This design comes from an exercise in tuning for small area and a short achievable clock period on the open sky130 flow, not from production work. At most, simulation tests tie the RTL to the original design; equivalence was not proved. No activity file was given, so power comes from the tool's default toggle rates.

// exec_stage
module exec_stage (
    input  logic            clk,
    input  logic            rst_i,
    input  logic [411:0]    issue_i,
    input  logic [65:0]     bypass_a_i,
    input  logic [65:0]     bypass_b_i,
    output logic [285:0]    result_o,
    output logic            redirect_o,
    output exec_pkg::word_t redirect_pc_o,
    output logic            branch_cond_o
);
Settings: LEC_CHECK=0, ABC_AREA=1, CAP_MARGIN=50, CORE_MARGIN=2, CORE_UTILIZATION=40, SETUP_SLACK_MARGIN=2.65, SLEW_MARGIN=50, SYNTH_HIERARCHICAL=1, SYNTH_MINIMUM_KEEP_SIZE=1000; clock period 6.0 ns.
standard.sh (not shown) runs the stock make flow with config.mk's settings and CLKGATE_MAP_FILE= SYNTH_SCRIPT=/design/flow/synth_recipe.tcl, a recipe that flattens the netlist after the stock synthesis.
==> flow/flow/run.sh <==
#!/bin/bash
# The standard layout, except that the port buffers are plain buf_1
# cells instead of the delay cells buffer_ports picks by default. The
# make output goes to standard.log here; ORFS writes each step's log
# under orfs/logs.
set -euo pipefail
bash standard.sh BUFFER_PORTS_ARGS="-buffer_cell sky130_fd_sc_hd__buf_1" finish > standard.log 2>&1
The first run ran to the end with no violations.
==> next run, changes <==
Settings changed: CAP_MARGIN 50 to 20, SETUP_SLACK_MARGIN 2.65 to 2.5, SLEW_MARGIN 50 to 20, SYNTH_MINIMUM_KEEP_SIZE 1000 to unset.
After rerunning:
- cell area came out higher by 3.2%
- fmax is lower by 4.9%
- wire length came out higher by 18%
- cell count rises by 7.1%
- die area climbs by 4.0%
- first-iteration DRC count climbs by about 9%
- total power climbs by 3.4%
==> next run, changes <==
Settings changed: CAP_MARGIN 20 to 50, PLACE_DENSITY set to 0.75, SLEW_MARGIN 20 to 50, SYNTH_MINIMUM_KEEP_SIZE set to 1000.
Outcome: The new run finished with timing, DRC and antenna clean; global-route usage decreases by 7.4 points; total power is lower by a few percent; synthesized cell count drops by a little under a tenth; fmax grows by a few percent; via count is lower by a little under a tenth.
==> next run, changes <==
Settings changed: PLACE_DENSITY 0.75 to unset, SYNTH_HIERARCHICAL 1 to unset, SYNTH_MINIMUM_KEEP_SIZE 1000 to unset.
What happened:
- routed wire length is higher by 4.9%
- hold slack degrades by 6.0 ps
- worst setup slack improved by 4.0 ps
- final area hardly moves
- area after synthesis falls by 2.7%
- total power goes down by 0.49%
- cell count fell by 1.3%
- clock-buffer cell count rose by 3
- non-clock buffer count rises by 141
- combinational power stays flat
==> next run, changes <==
Settings changed: CAP_MARGIN 50 to 20, SLEW_MARGIN 50 to 20.
After rerunning:
- via count increases by 0.84%
- fmax decreases by 5.2%
- total power decreases by 0.73%
- wire length increases by 0.45%
- cell area increases by 0.63%
- hold slack gets better by 12 ps
- sequential share of layout area decreases by 0.12 points
- setup slack gets worse by 190 ps
- count of clock-buffer cells in the layout increases by 4
- global-route usage barely changes
- first-iteration DRC count increases by 4.7%
==> next run, changes <==
Settings changed: CAP_MARGIN 20 to 50, SLEW_MARGIN 20 to 50, SYNTH_HIERARCHICAL set to 1, SYNTH_MINIMUM_KEEP_SIZE set to 1000.
Result:
- die area rose by a few percent
- clock power grows by a little under a tenth
- power rises slightly
- worst hold slack loses 35 ps
- synthesized cell count increases by a few percent
- setup slack improved by 200 ps
- count of clock-buffer cells in the layout falls by 2
Function was not checked in any run of this note: the RTL went through the layout flow alone.

========
exec_stage, a different RTL version from the one above (not shown whole).
Size in the first run: ~3500 cells after synthesis, roughly 320 flip-flops, roughly 870 I/O pins, ~29000 µm² of cells after synthesis.
clock: 6.0 ns
lec_check: 0
cap_margin: 20
core_margin: 2
core_utilization: 40
setup_slack_margin: 0.2
slew_margin: 20
run.sh (not shown) runs the stock make flow with config.mk's settings and CLKGATE_MAP_FILE= SYNTH_SCRIPT=/design/flow/synth_recipe.tcl, a recipe that flattens the netlist after the stock synthesis.
Stock flow here: none of the scripts above is used.
Rerun with:
==> flow/flow/run.sh (new file) <==
#!/bin/bash
# Standard layout, with plain buffers (not delay cells) on the ports.
cp standard.sh standard_sh.txt
export BUFFER_PORTS_ARGS="-buffer_cell sky130_fd_sc_hd__buf_1"
bash standard.sh > standard.log 2>&1
==> flow/standard.sh (new file) <==
#!/bin/bash
# synth_recipe.tcl (not shown) runs the flow's synth.tcl, then flattens the netlist and writes it again
# the make line also repeats each setting of config.mk as NAME=value (left out here)
make -C /OpenROAD-flow-scripts/flow DESIGN_CONFIG=/design/flow/config.mk WORK_HOME=/design/flow/orfs CLKGATE_MAP_FILE= SYNTH_SCRIPT=/design/flow/synth_recipe.tcl "${@:-finish}"
removed: flow/run.sh
=> Wire length went down by a little under a tenth. Clock power is lower by a little under a tenth. Maximum frequency went down slightly. Worst setup slack is worse by 0.060 ns.
Rerun with:
Settings changed: ABC_AREA set to 1.
After rerunning:
- The new run finished clean
- sequential share of layout area goes down by 0.31 points
- wire length is higher by 11%
- setup slack is better by 0.29 ns
- clock-buffer cell count came out lower by 3
- synthesized cell count is higher by 43%
- via count is higher by 20%
- die area goes up by 2.2%
- area after synthesis is higher by 2.2%
No functional check of the RTL was part of any run of this note.

========
exec_stage, a different RTL version from the one above (not shown whole).
Size: about 0.032 mm2 of cells after synthesis.
==> flow/config.mk <==
export PLATFORM = sky130hd
export DESIGN_NAME = exec_stage
export DESIGN_NICKNAME = exec_stage
export VERILOG_FILES = /design/flow/design.v
export SDC_FILE = /design/flow/constraint.sdc
export NUM_CORES = 4
export LEC_CHECK = 0
export CAP_MARGIN = 20
export CORE_MARGIN = 2
export CORE_UTILIZATION = 40
export SETUP_SLACK_MARGIN = 0.2
export SLEW_MARGIN = 20
==> flow/constraint.sdc <==
create_clock -name core_clock -period 6.0 [get_ports {clk}]
set_input_delay 1.2000 -clock core_clock [delete_from_list [all_inputs] [get_ports {clk}]]
set_output_delay 1.2000 -clock core_clock [all_outputs]
set_load 0.01 [all_outputs]
standard.sh (not shown) runs the stock make flow with config.mk's settings and CLKGATE_MAP_FILE= SYNTH_SCRIPT=/design/flow/synth_recipe.tcl, a recipe that flattens the netlist after the stock synthesis.
==> flow/flow/run.sh <==
#!/bin/bash
# Standard layout, with plain buffers (not delay cells) on the ports.
cp standard.sh standard_sh.txt
export BUFFER_PORTS_ARGS="-buffer_cell sky130_fd_sc_hd__buf_1"
bash standard.sh > standard.log 2>&1
==> next run, changes <==
- SETUP_SLACK_MARGIN: 0.2 -> 3.0
Effect: Flip-flop and latch count stays the same; power grows by 21%; setup slack gets better by 820 ps; final area grows by 33%; utilization grows by 16 points; routed wire length grows by 18%; global-route usage grows by 6.1 points; first-iteration DRC count grows by 19%; worst hold slack gets better by 14 ps.
No functional check of the RTL was part of any run of this note.

========
exec_stage, a different RTL version from the one above (not shown whole).
Size: ~390 flip-flops, roughly 870 I/O pins, about 33000 um2 of cells after synthesis.
==> flow/config.mk <==
export PLATFORM = sky130hd
export DESIGN_NAME = exec_stage
export DESIGN_NICKNAME = exec_stage
export VERILOG_FILES = /design/flow/design.v
export SDC_FILE = /design/flow/constraint.sdc
export NUM_CORES = 4
export LEC_CHECK = 0
export ABC_AREA = 1
export CAP_MARGIN = 50
export CORE_MARGIN = 2
export CORE_UTILIZATION = 40
export SETUP_SLACK_MARGIN = 2.75
export SLEW_MARGIN = 50
==> flow/constraint.sdc <==
create_clock -name core_clock -period 6.0 [get_ports {clk}]
set_input_delay 1.2000 -clock core_clock [delete_from_list [all_inputs] [get_ports {clk}]]
set_output_delay 1.2000 -clock core_clock [all_outputs]
set_load 0.01 [all_outputs]
==> flow/flow/run.sh <==
#!/bin/bash
# The standard layout, except that the port buffers are plain buf_1
# cells instead of the delay cells buffer_ports picks by default. The
# make output goes to standard.log here; ORFS writes each step's log
# under orfs/logs.
set -euo pipefail
bash standard.sh BUFFER_PORTS_ARGS="-buffer_cell sky130_fd_sc_hd__buf_1" finish > standard.log 2>&1
Edit:
Settings changed: SETUP_SLACK_MARGIN 2.75 to 2.5, SYNTH_HIERARCHICAL set to 1, SYNTH_MINIMUM_KEEP_SIZE set to 1000.
After rerunning: The changed run ran to the end with no violations. Core utilization went down by 4.9 points. Sequential cell count does not change. Total power went down by 3.9%. Via count went down by 2.7%. Design area went down by 8.0%.
Edit:
==> flow/flow/run.sh (replaced) <==
#!/bin/bash
# Standard layout, with plain buffers (not delay cells) on the ports.
cp standard.sh standard_sh.txt
export BUFFER_PORTS_ARGS="-buffer_cell sky130_fd_sc_hd__buf_1"
bash standard.sh > standard.log 2>&1
Settings changed: CAP_MARGIN 50 to 20, CORE_UTILIZATION 40 to 60, SLEW_MARGIN 50 to 20, SYNTH_HIERARCHICAL 1 to unset, SYNTH_MINIMUM_KEEP_SIZE 1000 to unset.
- This time the run died in 3_2_place_iop, error PPL-0024
- area after synthesis decreases slightly
- synthesized cell count decreases slightly
Edit:
==> flow/flow/run.sh (replaced) <==
#!/bin/bash
# The standard layout, except that the port buffers are plain buf_1
# cells instead of the delay cells buffer_ports picks by default. The
# make output goes to standard.log here; ORFS writes each step's log
# under orfs/logs.
set -euo pipefail
bash standard.sh BUFFER_PORTS_ARGS="-buffer_cell sky130_fd_sc_hd__buf_1" finish > standard.log 2>&1
Settings changed: CORE_UTILIZATION 60 to 40, SETUP_SLACK_MARGIN 2.5 to 2.75.
This time the run finished clean.
Synthesized area does not change.
Synthesized cell count is unchanged.

========
Setup of raven:
exec_stage, a different RTL version from the one above (not shown whole).
Size in the first run: about 5,100 cells after synthesis, about 870 I/O pins.
// exec_stage
module exec_stage (
    input  logic            clk,
    input  logic            rst_i,
    input  logic [411:0]    issue_i,
    input  logic [65:0]     bypass_a_i,
    input  logic [65:0]     bypass_b_i,
    output logic [285:0]    result_o,
    output logic            redirect_o,
    output exec_pkg::word_t redirect_pc_o,
    output logic            branch_cond_o
);
    exec_pkg::issue_t  iss0;
    exec_pkg::issue_t  iss1;
    exec_pkg::bypass_t byp_a0;
    exec_pkg::bypass_t byp_a1;
    exec_pkg::bypass_t byp_b0;
    exec_pkg::bypass_t byp_b1;
    exec_pkg::word_t rs0, rt0, pc8_0, arith0, other0;
    exec_pkg::word_t rs1, rt1, pc8_1, arith1, other1;
    logic            asel0, asel1;
    logic            eq0, rw0, bad0, ovf0, trap0;
    logic            eq1, rw1, bad1, ovf1, trap1;
    logic            br_cond;
    logic            br_redirect;
    exec_pkg::word_t br_target;
    assign iss0   = issue_i[205:0];
    assign iss1   = issue_i[411:206];
    assign byp_a0 = bypass_a_i[32:0];
    assign byp_a1 = bypass_a_i[65:33];
    assign byp_b0 = bypass_b_i[32:0];
    assign byp_b1 = bypass_b_i[65:33];
    exec_lane i_lane0 (
        .issue_i    (iss0),
        .bypass_a_i (byp_a0),
        .bypass_b_i (byp_b0),
  ...
export LEC_CHECK = 0
export ABC_AREA = 1
export CAP_MARGIN = 20
export CORE_MARGIN = 2
export CORE_UTILIZATION = 40
export SETUP_SLACK_MARGIN = 2.0
export SLEW_MARGIN = 20
create_clock -name core_clock -period 6.0 [get_ports {clk}]
==> flow/flow/run.sh <==
#!/bin/bash
# The standard layout, except that the port buffers are plain buf_1
# cells instead of the delay cells buffer_ports picks by default. The
# make output goes to standard.log here; ORFS writes each step's log
# under orfs/logs.
set -euo pipefail
bash standard.sh BUFFER_PORTS_ARGS="-buffer_cell sky130_fd_sc_hd__buf_1" finish > standard.log 2>&1
Having completed the whole flow, raven delivered a layout that passed the timing, DRC and antenna checks.
For lagoon, these inputs were changed with respect to raven:
- SETUP_SLACK_MARGIN: 2.0 -> 3.0
==> flow/flow/run.sh <==
#!/bin/bash
# Standard layout, with plain buffers (not delay cells) on the ports.
cp standard.sh standard_sh.txt
export BUFFER_PORTS_ARGS="-buffer_cell sky130_fd_sc_hd__buf_1"
bash standard.sh > standard.log 2>&1
==> summary.txt <==
Looking at final cycle utilization of the critical path across raven and lagoon, the one that comes out lower is lagoon.
raven → lagoon: time the worst path needs with I/O delays and setup decreased by 0.27 ns relative to the old numbers, portion of total power attributed to combinational logic increased by 9.5 points relative to the old numbers, post-detailed-placement half-perimeter wirelength increased by 2300 microns relative to the old numbers, maximum frequency increased by about 7% relative to the old numbers, final setup slack of the worst path increased by 0.27 ns relative to the old numbers.
Between lagoon and raven, it is lagoon whose instance count after placement with tap cells included is lower, by 65.
Count of fill cells added during filler insertion: lagoon lower than raven
NOTE: number of standard cells in the layout, taps in and fillers out in lagoon exceeds that of raven
Mean number of vias per cell is lower on raven
diff inputs: lagoon => delta
- swapping 3.0 for 2.5 in SETUP_SLACK_MARGIN
Findings:
- Compared to lagoon, delta has final period utilization 0.92 points lower.
- Instance count on the critical path (delta over lagoon): increase, 2
- Going from lagoon to delta, multi-input logic area shrank by more than 10%.
- Going from lagoon to delta, global placement routability congestion grew slightly.
- Vias: delta fewer than lagoon
- Summary of delta over lagoon: worst setup slack increased by 0.055 ns relative to the old numbers; clock buffer count from CTS increased by 1 relative to the old numbers; design area decreased by 8000 sq um relative to the old numbers; area overhead of the layout relative to synthesis decreased by 25 points relative to the old numbers.
- The more densely filled core belongs to lagoon, not delta.
- Time the final worst path needs with I/O delays and setup is lower on delta
Function was not checked in any run of this note: the RTL went through the layout flow alone.

========
Setup of v6:
exec_stage with an RTL version that a note above also has.
For scale: roughly 390 flip-flops, ~870 I/O pins, about 33000 um^2 of cells after synthesis.
clock: 6.0 ns
lec_check: 0
abc_area: 1
cap_margin: 35
core_margin: 2
core_utilization: 40
setup_slack_margin: 2.5
slew_margin: 35
==> flow/flow/run.sh <==
#!/bin/bash
# The standard layout, except that the port buffers are plain buf_1
# cells instead of the delay cells buffer_ports picks by default. The
# make output goes to standard.log here; ORFS writes each step's log
# under orfs/logs.
set -euo pipefail
bash standard.sh BUFFER_PORTS_ARGS="-buffer_cell sky130_fd_sc_hd__buf_1" finish > standard.log 2>&1
v6 finished every stage and its layout cleared the timing, DRC and antenna checks.
> inputs changed (v6 -> v7)
- SLEW_MARGIN now 20, was 35
- CAP_MARGIN now 20, was 35
- SETUP_SLACK_MARGIN now 1.5, was 2.5
==> flow/flow/run.sh <==
#!/bin/bash
# Standard layout, with plain buffers (not delay cells) on the ports.
cp standard.sh standard_sh.txt
export BUFFER_PORTS_ARGS="-buffer_cell sky130_fd_sc_hd__buf_1"
bash standard.sh > standard.log 2>&1
### Flow results
Relative to v6, total met2 wirelength after detailed routing has decreased by about 1.6% in v7.
Relative to v6, combinational share of power decreased by 2.4 points in v7.
Layout clock buffer count | v7 below v6
For the share of the clock period used by the worst path, v7 came in 15 points higher than v6 did.
Power (v7 vs. v6) decreases by a few percent
Compared to v6, v7 shows a narrower setup margin.
Diff v7 and v6: met3 demand-to-capacity share in global routing higher in v6
Of the two candidates, v6 has the better peak clock frequency supported by timing and v7 the worse one.
Max met3 wire length across v7 and v6: v6
First-pass GRT wire length was higher in the run labelled v6.
Between v6 and v7, routed wire length decreased.

========
Starting RTL as in the previous note.
clock: 6.0 ns
lec_check: 0
abc_area: 1
cap_margin: 20
core_margin: 2
core_utilization: 50
setup_slack_margin: 2.5
slew_margin: 20
==> flow/flow/run.sh <==
#!/bin/bash
# The standard layout, except that the port buffers are plain buf_1
# cells instead of the delay cells buffer_ports picks by default. The
# make output goes to standard.log here; ORFS writes each step's log
# under orfs/logs.
set -euo pipefail
bash standard.sh BUFFER_PORTS_ARGS="-buffer_cell sky130_fd_sc_hd__buf_1" finish > standard.log 2>&1
Rerun with:
==> flow/flow/run.sh (replaced) <==
#!/bin/bash
# Standard layout, with plain buffers (not delay cells) on the ports.
cp standard.sh standard_sh.txt
export BUFFER_PORTS_ARGS="-buffer_cell sky130_fd_sc_hd__buf_1"
bash standard.sh > standard.log 2>&1
CORE_UTILIZATION = 40   (was 50)
SETUP_SLACK_MARGIN = 0.2   (was 2.5)
After rerunning: The new run finished with timing, DRC and antenna clean; total power decreases by 6.6%; worst setup slack is worse by 1.0 ns; via count fell by about 6%; routed wire length goes up by 1.4%.
Rerun with:
==> flow/flow/run.sh (replaced) <==
#!/bin/bash
# The standard layout, except that the port buffers are plain buf_1
# cells instead of the delay cells buffer_ports picks by default. The
# make output goes to standard.log here; ORFS writes each step's log
# under orfs/logs.
set -euo pipefail
bash standard.sh BUFFER_PORTS_ARGS="-buffer_cell sky130_fd_sc_hd__buf_1" finish > standard.log 2>&1
SETUP_SLACK_MARGIN = 2.5   (was 0.2)
Outcome:
- The changed run went through all stages and came out clean
- fmax goes up by 30%
- total power went up by 7.6%
- wire length rose by 2.7%
- cell count went up by 1.7%
- worst hold slack stays flat
- synthesized area stays the same
- setup slack is better by 1.0 ns
- count of clock-buffer cells in the layout rose by 11
- via count grows by 3.0%
Rerun with:
==> flow/flow/run.sh (replaced) <==
#!/bin/bash
# Standard layout, with plain buffers (not delay cells) on the ports.
cp standard.sh standard_sh.txt
export BUFFER_PORTS_ARGS="-buffer_cell sky130_fd_sc_hd__buf_1"
bash standard.sh > standard.log 2>&1
What happened:
- The changed run finished with timing, DRC and antenna clean
- sequential share of layout area is unchanged
- cell count does not change
- global-route usage does not change
- worst setup slack does not change
- wire length is unchanged
- sequential power is about the same
Rerun with:
==> flow/flow/run.sh (replaced) <==
#!/bin/bash
# The standard layout, except that the port buffers are plain buf_1
# cells instead of the delay cells buffer_ports picks by default. The
# make output goes to standard.log here; ORFS writes each step's log
# under orfs/logs.
set -euo pipefail
bash standard.sh BUFFER_PORTS_ARGS="-buffer_cell sky130_fd_sc_hd__buf_1" finish > standard.log 2>&1
CAP_MARGIN = 50   (was 20)
SLEW_MARGIN = 50   (was 20)
What happened:
- final cell count stays flat
- count of clock-buffer cells in the layout falls by 8
- flip-flop and latch count does not change
- core utilization rose by 0.23 points
- wire length is about the same
- maximum frequency rose by 2.0%
- worst setup slack gets better by 0.070 ns
- global-route usage decreases by 0.21 points
- area after synthesis is unchanged

-- port drivers added, routing unchanged --
The flow's constraints put no driver on any port. The routed layouts listed below were extracted and timed again, unchanged, in two steps. Step 1: set_driving_cell puts a clkbuf_16 on clk and a buf_2 on each other input, an assumption about the parent block. Step 2 moves the port delays by t, midway between the first and last clock arrival at a register: inputs arrive t later, outputs are due t later. That takes back most of the time a late clock gives input paths. Three values: ideal ports, drivers, drivers and shift; two values: the first two.
run | shift t [ns] | setup WS [ns] | slew at the worst register clock pin (ns) | worst data-port slew with drivers (ns)
the first run of note 1 | 0.679 | 2.582 / 2.633 / 1.954 | 0.07 / 0.07 | 0.14
the second run of note 1 | 0.702 | 2.405 / 2.298 / 1.596 | 0.09 / 0.09 | 0.35
the third run of note 1 | 0.667 | 2.494 / 2.518 / 1.872 | 0.07 / 0.07 | 0.17
the fourth run of note 1 | 0.696 | 2.498 / 2.428 / 1.732 | 0.07 / 0.07 | 0.24
the fifth run of note 1 | 0.678 | 2.307 / 2.320 / 1.641 | 0.07 / 0.07 | 0.22
the sixth run of note 1 | 0.698 | 2.511 / 2.561 / 1.863 | 0.07 / 0.07 | 0.10
the first run of note 2 | 0.647 | 0.587 / 0.634 / -0.014 | 0.07 / 0.07 | 0.19
the second run of note 2 | 0.645 | 0.527 / 0.561 / -0.083 | 0.07 / 0.07 | 0.20
the third run of note 2 | 0.654 | 0.815 / 0.851 / 0.197 | 0.07 / 0.07 | 0.12
the first run of note 3 | 0.678 | 0.959 / 1.006 / 0.327 | 0.07 / 0.07 | 0.18
the second run of note 3 | 0.669 | 1.776 / 1.664 / 0.995 | 0.07 / 0.07 | 0.37
the first run of note 4 | 0.688 | 2.658 / 2.653 / 1.966 | 0.08 / 0.08 | 0.16
the second run of note 4 | 0.688 | 2.402 / 2.411 / 1.723 | 0.07 / 0.07 | 0.17
the fourth run of note 4 | 0.679 | 2.580 / 2.584 / 1.905 | 0.07 / 0.07 | 0.14
raven | 0.681 | 2.038 / 2.072 / 1.391 | 0.07 / 0.07 | 0.13
lagoon | 0.700 | 2.305 / 2.278 / 1.578 | 0.07 / 0.07 | 0.25
delta | 0.697 | 2.361 / 2.351 / 1.655 | 0.07 / 0.07 | 0.14
v6 | 0.678 | 2.514 / 2.537 / 1.858 | 0.07 / 0.07 | 0.13
v7 | 0.684 | 1.590 / 1.642 / 0.958 | 0.07 / 0.07 | 0.09
the first run of note 7 | 0.675 | 2.463 / 2.481 / 1.806 | 0.08 / 0.08 | 0.13
the second run of note 7 | 0.685 | 1.436 / 1.490 / 0.805 | 0.07 / 0.07 | 0.09
the third run of note 7 | 0.683 | 2.476 / 2.486 / 1.803 | 0.07 / 0.07 | 0.13
the fourth run of note 7 | 0.683 | 2.476 / 2.486 / 1.803 | 0.07 / 0.07 | 0.13
the fifth run of note 7 | 0.678 | 2.546 / 2.571 / 1.893 | 0.07 / 0.07 | 0.12
With both steps, setup timing fails in the first run of note 2 and the second run of note 2, where it was met with ideal ports. The setup slack of the second run of note 1, which loses most, moves by -0.107 ns with the drivers and by -0.809 ns with both steps.
